Background: an optimization exercise with open tools, aiming at small area, a short achievable clock period and few clock cycles per item. Do not read the settings as production practice.
In this exercise RTL edits were held to simulation tests only and were not proved equivalent to the original.
No activity file was given, so power comes from the tool's default toggle rates.

==> flow/design.v <==
`default_nettype none
package fixflo_pkg;
  localparam int DATA_W = 16;
  localparam int FRAC_W = 8;    
  localparam int MAN_W    = 10;
  localparam int EXP_W    = 5;
  localparam int EXP_BIAS = 15;
  localparam int EXP_MAX  = 31;
  localparam logic [DATA_W-1:0] QNAN = 16'h7E00;
  localparam int ADR_W = 3;
  localparam logic [ADR_W-1:0] REG_A      = 3'd0;
  localparam logic [ADR_W-1:0] REG_B      = 3'd1;
  localparam logic [ADR_W-1:0] REG_CTRL   = 3'd2;  
  localparam logic [ADR_W-1:0] REG_RESULT = 3'd3;
  localparam logic [ADR_W-1:0] REG_STATUS = 3'd4;
  localparam int STAT_FLAGS_LSB = 0;
  localparam int STAT_DONE      = 8;
  typedef enum logic [1:0] {
    OP_FIX_ADD = 2'd0,
    OP_FIX_MUL = 2'd1,
    OP_FLT_MUL = 2'd2
  } op_e;   
  typedef struct packed {
    logic overflow;
    logic zero;
    logic nan;
    logic prec_lost;
  } flags_t;
endpackage
`default_nettype wire
`timescale 1ns/1ps
`default_nettype none
module fixflo_top (
  input  logic                          clk,
  input  logic                          reset,
  input  logic                          wb_cyc,
  input  logic                          wb_stb,
  input  logic                          wb_we,
  input  logic [fixflo_pkg::ADR_W-1:0]  wb_adr,
  input  logic [fixflo_pkg::DATA_W-1:0] wb_dat_i,
  output logic [fixflo_pkg::DATA_W-1:0] wb_dat_o,
  output logic                          wb_ack
);
  localparam logic [1:0] OP_ADD = 2'd0;
  localparam logic [1:0] OP_MUL = 2'd1;
  localparam logic [1:0] OP_FLT = 2'd2;
  logic [15:0] reg_a, reg_b;
  logic [15:0] res;         
  logic [3:0]  flags;       
  logic        done;
  logic        busy;        
  logic        fin;         
  logic [1:0]  op;
  logic [2:0]  cnt;         
  logic [15:0] acc;
  logic        sticky;
  logic        c_flt, c_add, c_keep;
  logic [1:0]  d;
  logic req, acc_en, wr, rd_result, ctrl_wr, ab_wr, b_wr;
  logic [1:0] opc;
  assign req       = wb_cyc & wb_stb;
  assign acc_en    = req & ~wb_ack;
  assign wr        = acc_en & wb_we;
  assign rd_result = acc_en & ~wb_we & (wb_adr == fixflo_pkg::REG_RESULT);
  assign opc       = wb_dat_i[1:0];
  assign ctrl_wr   = wr & (wb_adr == fixflo_pkg::REG_CTRL);
  assign b_wr      = wr & (wb_adr == fixflo_pkg::REG_B);
  assign ab_wr     = wr & ((wb_adr == fixflo_pkg::REG_A) | (wb_adr == fixflo_pkg::REG_B));
  logic [15:0] x;
  logic [15:0] acc_in;
  logic [17:0] sum;
  assign x      = c_flt ? {6'b000001, reg_a[9:0]} : reg_a;
  assign acc_in = (acc & {16{c_keep}}) | (reg_b & {16{c_add}});
  assign sum    = {2'b00, acc_in} + ({2'b00, x} & {18{d[0]}}) + ({1'b0, x, 1'b0} & {18{d[1]}});
  logic last;
  always_comb
    case (op)
      OP_MUL:  last = (cnt == 3'd7);
      OP_FLT:  last = (cnt == 3'd4);
      default: last = 1'b1;
    endcase
  logic       busy_st, fin_st;
  logic [2:0] cnt_st;
  always_comb
  begin
    busy_st = busy;
    fin_st  = fin;
    cnt_st  = cnt;
    if (reset || fin)
    begin
      busy_st = 1'b0;
      fin_st  = 1'b0;
      cnt_st  = 3'd0;
    end
    else if (busy)
    begin
      cnt_st = cnt + 3'd1;
      fin_st = last;
    end
    else
      cnt_st = {2'b00, ~ab_wr & (cnt == 3'd0)};
  end
  logic       st_step;
  logic       st_flt, st_add, st_keep;
  logic [1:0] st_d;
  logic       ln_flt, ln_add, ln_keep;
  logic [1:0] ln_d;
  logic [2:0]  ln_cnt;
  assign st_step = busy_st & ~fin_st;
  assign st_flt  = ~busy_st | (op == OP_FLT);
  assign st_add  = st_step & (op == OP_ADD);
  assign st_keep = (cnt_st != 3'd0);
  assign st_d    = st_add    ? 2'b01 :
                   busy_st   ? reg_b[2*cnt_st +: 2] :
                   b_wr      ? wb_dat_i[1:0] :          
                   cnt_st[0] ? reg_b[3:2] : reg_b[1:0];
  assign ln_flt  = (opc == OP_FLT) | (opc == 2'd3);
  assign ln_add  = (opc == OP_ADD);
  assign ln_keep = (opc == OP_FLT);
  assign ln_cnt  = (opc == OP_FLT) ? cnt + 3'd1 : 3'd0;
  assign ln_d    = ln_add ? 2'b01 : (opc == OP_FLT) ? (cnt[0] ? reg_b[5:4] : reg_b[3:2]) : reg_b[1:0];
  logic go;                   
  assign go = ctrl_wr & ~reset;
  logic        sr;
  logic [4:0]  ea, eb;
  logic [9:0]  fa, fb;
  logic        a_zero, b_zero, a_inf, b_inf, a_nan, b_nan;
  logic [5:0]  e_sum;
  logic [5:0]  e_unb;
  logic        c_nan, c_inf, c_zero;
  logic [11:0] pre;           
  assign sr     = reg_a[15] ^ reg_b[15];
  assign ea     = reg_a[14:10];
  assign eb     = reg_b[14:10];
  assign fa     = reg_a[9:0];
  assign fb     = reg_b[9:0];
  assign a_zero = (ea == 5'd0);
  assign b_zero = (eb == 5'd0);
  assign a_inf  = (ea == 5'd31) & (fa == 10'd0);
  assign b_inf  = (eb == 5'd31) & (fb == 10'd0);
  assign a_nan  = (ea == 5'd31) & (fa != 10'd0);
  assign b_nan  = (eb == 5'd31) & (fb != 10'd0);
  assign c_nan  = a_nan | b_nan | (a_inf & b_zero) | (b_inf & a_zero);
  assign c_inf  = a_inf | b_inf;
  assign c_zero = a_zero | b_zero;
  assign e_sum  = {1'b0, ea} + {1'b0, eb};
  assign e_unb  = {1'b0, ea + eb + 5'd17};    
  logic ovf0, ovf1, uf0, uf1;
  assign ovf0 = (e_sum >= 6'd46);
  assign ovf1 = (e_sum >= 6'd45);
  assign uf0  = (e_sum <  6'd16);
  assign uf1  = (e_sum <  6'd15);
  assign pre = {c_nan,
                ~c_nan & (c_inf | (~c_zero & ovf0)),
                ~c_nan & (c_inf | (~c_zero & ovf1)),
                ~c_nan & ~c_inf & (c_zero | uf0),
                ~c_nan & ~c_inf & (c_zero | uf1),
                ~c_zero & uf0,
                ~c_zero & uf1,
                e_unb[4:0]};
  logic [11:0] s_top;         
  logic        n;
  logic [9:0]  mant;
  logic [4:0]  f_exp;
  logic        f_nan, f_inf, f_zero, f_uf;
  logic [15:0] f_res;
  logic [3:0]  f_flags;
  assign s_top  = acc[11:0] + {1'b1, fa};    
  assign n      = s_top[11];
  assign mant   = n ? s_top[10:1] : s_top[9:0];
  assign f_exp  = n ? res[4:0] + 5'd1 : res[4:0];
  assign f_nan  = res[11];
  assign f_inf  = n ? res[9] : res[10];
  assign f_zero = n ? res[7] : res[8];
  assign f_uf   = n ? res[5] : res[6];
  always_comb
  begin
    if (f_nan)
      f_res = fixflo_pkg::QNAN;
    else if (f_inf)
      f_res = {sr, 5'h1F, 10'h0};
    else if (f_zero)
      f_res = {sr, 15'h0};
    else
      f_res = {sr, f_exp, mant};
  end
  assign f_flags = {f_inf, f_zero, f_nan,
                    f_uf | (~f_nan & ~f_inf & ~f_zero & (sticky | (n & s_top[0])))};
  logic [15:0] res_nx;
  logic [3:0]  flags_nx;      
  always_comb
  begin
    case (op)
      OP_MUL:
      begin
        res_nx   = {acc[7:0], res[7:0]};
        flags_nx = {(|acc[15:8]), (res_nx == 16'h0), 1'b0, sticky};
      end
      OP_FLT:
      begin
        res_nx   = f_res;
        flags_nx = f_flags;
      end
      default:
      begin
        res_nx   = {acc[13:0], res[7:6]};
        flags_nx = {acc[14], (res_nx == 16'h0), 2'b00};
      end
    endcase
  end
  always_ff @(posedge clk)
  begin
    acc    <= sum[17:2];
    busy   <= go ? (opc != 2'd3) : busy_st;
    fin    <= go ? 1'b0 : fin_st;
    op     <= go ? opc : op;
    cnt    <= go ? ln_cnt : cnt_st;
    c_flt  <= go ? ln_flt : st_flt;
    c_add  <= go ? ln_add : st_add;
    c_keep <= go ? ln_keep : st_keep;
    d      <= go ? ln_d : st_d;
    if (reset)
    begin
      wb_ack <= 1'b0;
      reg_a  <= '0;
      reg_b  <= '0;
      res    <= '0;
      flags  <= '0;
      done   <= 1'b0;
    end
    else
    begin
      wb_ack <= acc_en;
      if (wr && wb_adr == fixflo_pkg::REG_A) reg_a <= wb_dat_i;
      if (wr && wb_adr == fixflo_pkg::REG_B) reg_b <= wb_dat_i;
      if (rd_result) done <= 1'b0;
      if (fin)
      begin
        res   <= res_nx;
        flags <= flags_nx;
        done  <= 1'b1;
      end
      else if (busy)
      begin
        if ((op == OP_MUL && cnt[2]) || op == OP_ADD)
          res[7:0] <= {sum[1:0], res[7:2]};
        if (op == OP_FLT)
          res[11:0] <= pre;
      end
    end
    if (!busy || (!fin && (op == OP_FLT || !cnt[2])))
      sticky <= (c_keep & sticky) | (|sum[1:0]);
  end
  logic sel_a, sel_b, sel_res, sel_stat;
  always_ff @(posedge clk)
  begin
    sel_a    <= (wb_adr == fixflo_pkg::REG_A);
    sel_b    <= (wb_adr == fixflo_pkg::REG_B);
    sel_res  <= (wb_adr == fixflo_pkg::REG_RESULT);
    sel_stat <= (wb_adr == fixflo_pkg::REG_STATUS);
  end
  assign wb_dat_o = (reg_a & {16{sel_a}}) | (reg_b & {16{sel_b}}) | (res & {16{sel_res}}) |
                    ({7'd0, done, 4'd0, flags} & {16{sel_stat}});
endmodule
`default_nettype wire
export LEC_CHECK = 0
export ABC_AREA = 1
export CAP_MARGIN = 20
export CORE_MARGIN = 2
export CORE_UTILIZATION = 40
export CTS_BUF_LIST = sky130_fd_sc_hd__clkbuf_8
export SETUP_SLACK_MARGIN = 4.5
export SLEW_MARGIN = 20
create_clock -name core_clock -period 7.7 [get_ports {clk}]
standard.sh (not shown) runs the stock make flow with config.mk's settings and CLKGATE_MAP_FILE= SYNTH_SCRIPT=/design/flow/synth_recipe.tcl, a recipe that flattens the netlist after the stock synthesis.
==> flow/flow/run.sh <==
#!/bin/bash
set -euo pipefail
work=$(pwd)
{
  echo "include $work/config.mk"
  echo "export BUFFER_PORTS_ARGS = -buffer_cell sky130_fd_sc_hd__buf_2"
} > "$work/own_config.mk"
sed "s#DESIGN_CONFIG=[^ ]*#DESIGN_CONFIG=$work/own_config.mk#" standard.sh > own_standard.sh
bash own_standard.sh > "$work/own_flow.log" 2>&1
Testbench counts at the start, summed over its fixed seeds: cycles 31,048, ops 2,400.
Change:
CTS_BUF_LIST = unset   (was sky130_fd_sc_hd__clkbuf_8)
The new run went through all stages and came out clean.
Utilization rose by 0.44 points.
Power rose by 12%.
Worst setup slack gains 31 ps.
Global-route usage rose by 0.16 points.
Area after synthesis is unchanged.
Critical path depth fell by 2.
Clock power rose by 36%.
Die area stays the same.
Cell count fell by 0.38%.
Synthesized cell count stays the same.
Sequential power is about the same.
Change:
CORE_UTILIZATION = 60   (was 40)
Result: Core utilization climbs by 23 points; maximum frequency drops by about 1.3%; die area drops by about 32%; non-clock buffer count climbs by 7; cell area hardly moves; total power drops by about 1.1%.
Change:
CORE_UTILIZATION = 40   (was 60)
SETUP_SLACK_MARGIN = 4.4   (was 4.5)
Outcome:
- total power rose by 1.4%
- count of clock-buffer cells in the layout is lower by 1
- setup slack gets worse by 66 ps
- cell count goes up by 6.2%
- routed wire length rose by 5.1%
- utilization shrinks by 23 points
- cell area decreases by 0.50%
- maximum frequency came out lower by 2.0%
- synthesized cell count does not change
- via count fell by 2.8%
- synthesized area stays the same
Change:
ABC_AREA = unset   (was 1)
SETUP_SLACK_MARGIN = 4.5   (was 4.4)
The new run ran to the end with no violations.
Synthesized cell count came out lower by 17%.
Sequential share of layout area came out higher by 0.99 points.
Power came out lower by 1.3%.
Synthesized area came out lower by 3.5%.

== maple ==
Another version of the RTL of fixflo_top (not shown whole).
Size in the first run: roughly 800 cells after synthesis, roughly 41 I/O pins, about 6700 µm² of cells after synthesis.
Settings: LEC_CHECK=0, CAP_MARGIN=20, CORE_MARGIN=2, CORE_UTILIZATION=40, SETUP_SLACK_MARGIN=4.8, SLEW_MARGIN=20; clock period 7.7 ns.
Scripts as last shown in full above: flow/flow/run.sh
Testbench counts of maple, summed over its fixed seeds: cycles 32,316, ops 2,400.
## Diff of input files: umber against maple
Settings: setting CTS_BUF_LIST to sky130_fd_sc_hd__clkbuf_8 for the first time; changing SETUP_SLACK_MARGIN from 4.8 to 4.5.
==> flow/run.sh (new file) <==
#!/bin/bash
# synth_recipe.tcl (not shown) runs the flow's synth.tcl, then flattens the netlist and writes it again
# the make line also repeats each setting of config.mk as NAME=value (left out here)
make -C /OpenROAD-flow-scripts/flow DESIGN_CONFIG=/design/flow/config.mk WORK_HOME=/design/flow/orfs CLKGATE_MAP_FILE= SYNTH_SCRIPT=/design/flow/synth_recipe.tcl finish
removed: flow/flow/run.sh
removed: flow/standard.sh
Results
On clock-buffer cell count: between umber and maple, it ends up higher for maple. Comparing maple with umber, the multi-input combinational cell count came out essentially unchanged. Going from maple to umber, largest vdd supply drop went down 9.3%, peak per-stage delay on the critical path went down 0.14 ns.
Input-level comparison between nickel and umber:
Settings: CTS_BUF_LIST removed (was sky130_fd_sc_hd__clkbuf_8).
## What came out
- Going from umber to nickel, clock buffer instance count of the final layout grows by 1.
- On area of the core, nickel tracks umber almost exactly.
- Relative to umber, share of total power in the clock network has gone up in nickel.
- Measured against each other, umber and nickel differ in combinational power, the higher figure coming from umber.
- Count of buffering cells on the critical path with inverters included, umber and nickel, lower one = nickel.

[what the ideal ports hide]
The flow's constraints put no driver on any port. The routed layouts listed below were extracted and timed again, unchanged, in two steps.
Step 1: set_driving_cell puts a clkbuf_16 on clk and a buf_2 on each other input, an assumption about the parent block.
Step 2 also shifts input and output timing later by t, the mid clock arrival at the registers, as if the neighbouring blocks saw the same clock.
Three values: ideal, step 1, step 2; two values: the first two.
run	t (ns)	slack for setup (ns)	worst setup path at the end	latest minus earliest clock arrival (ns)	worst slew at a driven data input, ns
the first run of note 1	0.422	4.542 / 4.506 / 4.241	input to register	0.014 / 0.013	0.04
the second run of note 1	0.395	4.573 / 4.531 / 4.271	input to register	0.008 / 0.008	0.04
the third run of note 1	0.388	4.531 / 4.492 / 4.316	input to register	0.008 / 0.009	0.03
the fourth run of note 1	0.397	4.465 / 4.457 / 4.084	input to register	0.010 / 0.009	0.04
the fifth run of note 1	0.401	4.448 / 4.408 / 4.256	input to register	0.013 / 0.013	0.04
maple	0.395	4.640 / 4.600 / 4.298	input to register	0.009 / 0.009	0.04
umber	0.417	4.461 / 4.424 / 4.163	input to register	0.012 / 0.012	0.04
nickel	0.390	4.473 / 4.432 / 4.232	input to register	0.009 / 0.010	0.05
After both steps every run listed still meets setup and hold. The setup slack of the fourth run of note 1, which loses most, moves by -0.008 ns with the drivers and by -0.381 ns with both steps.
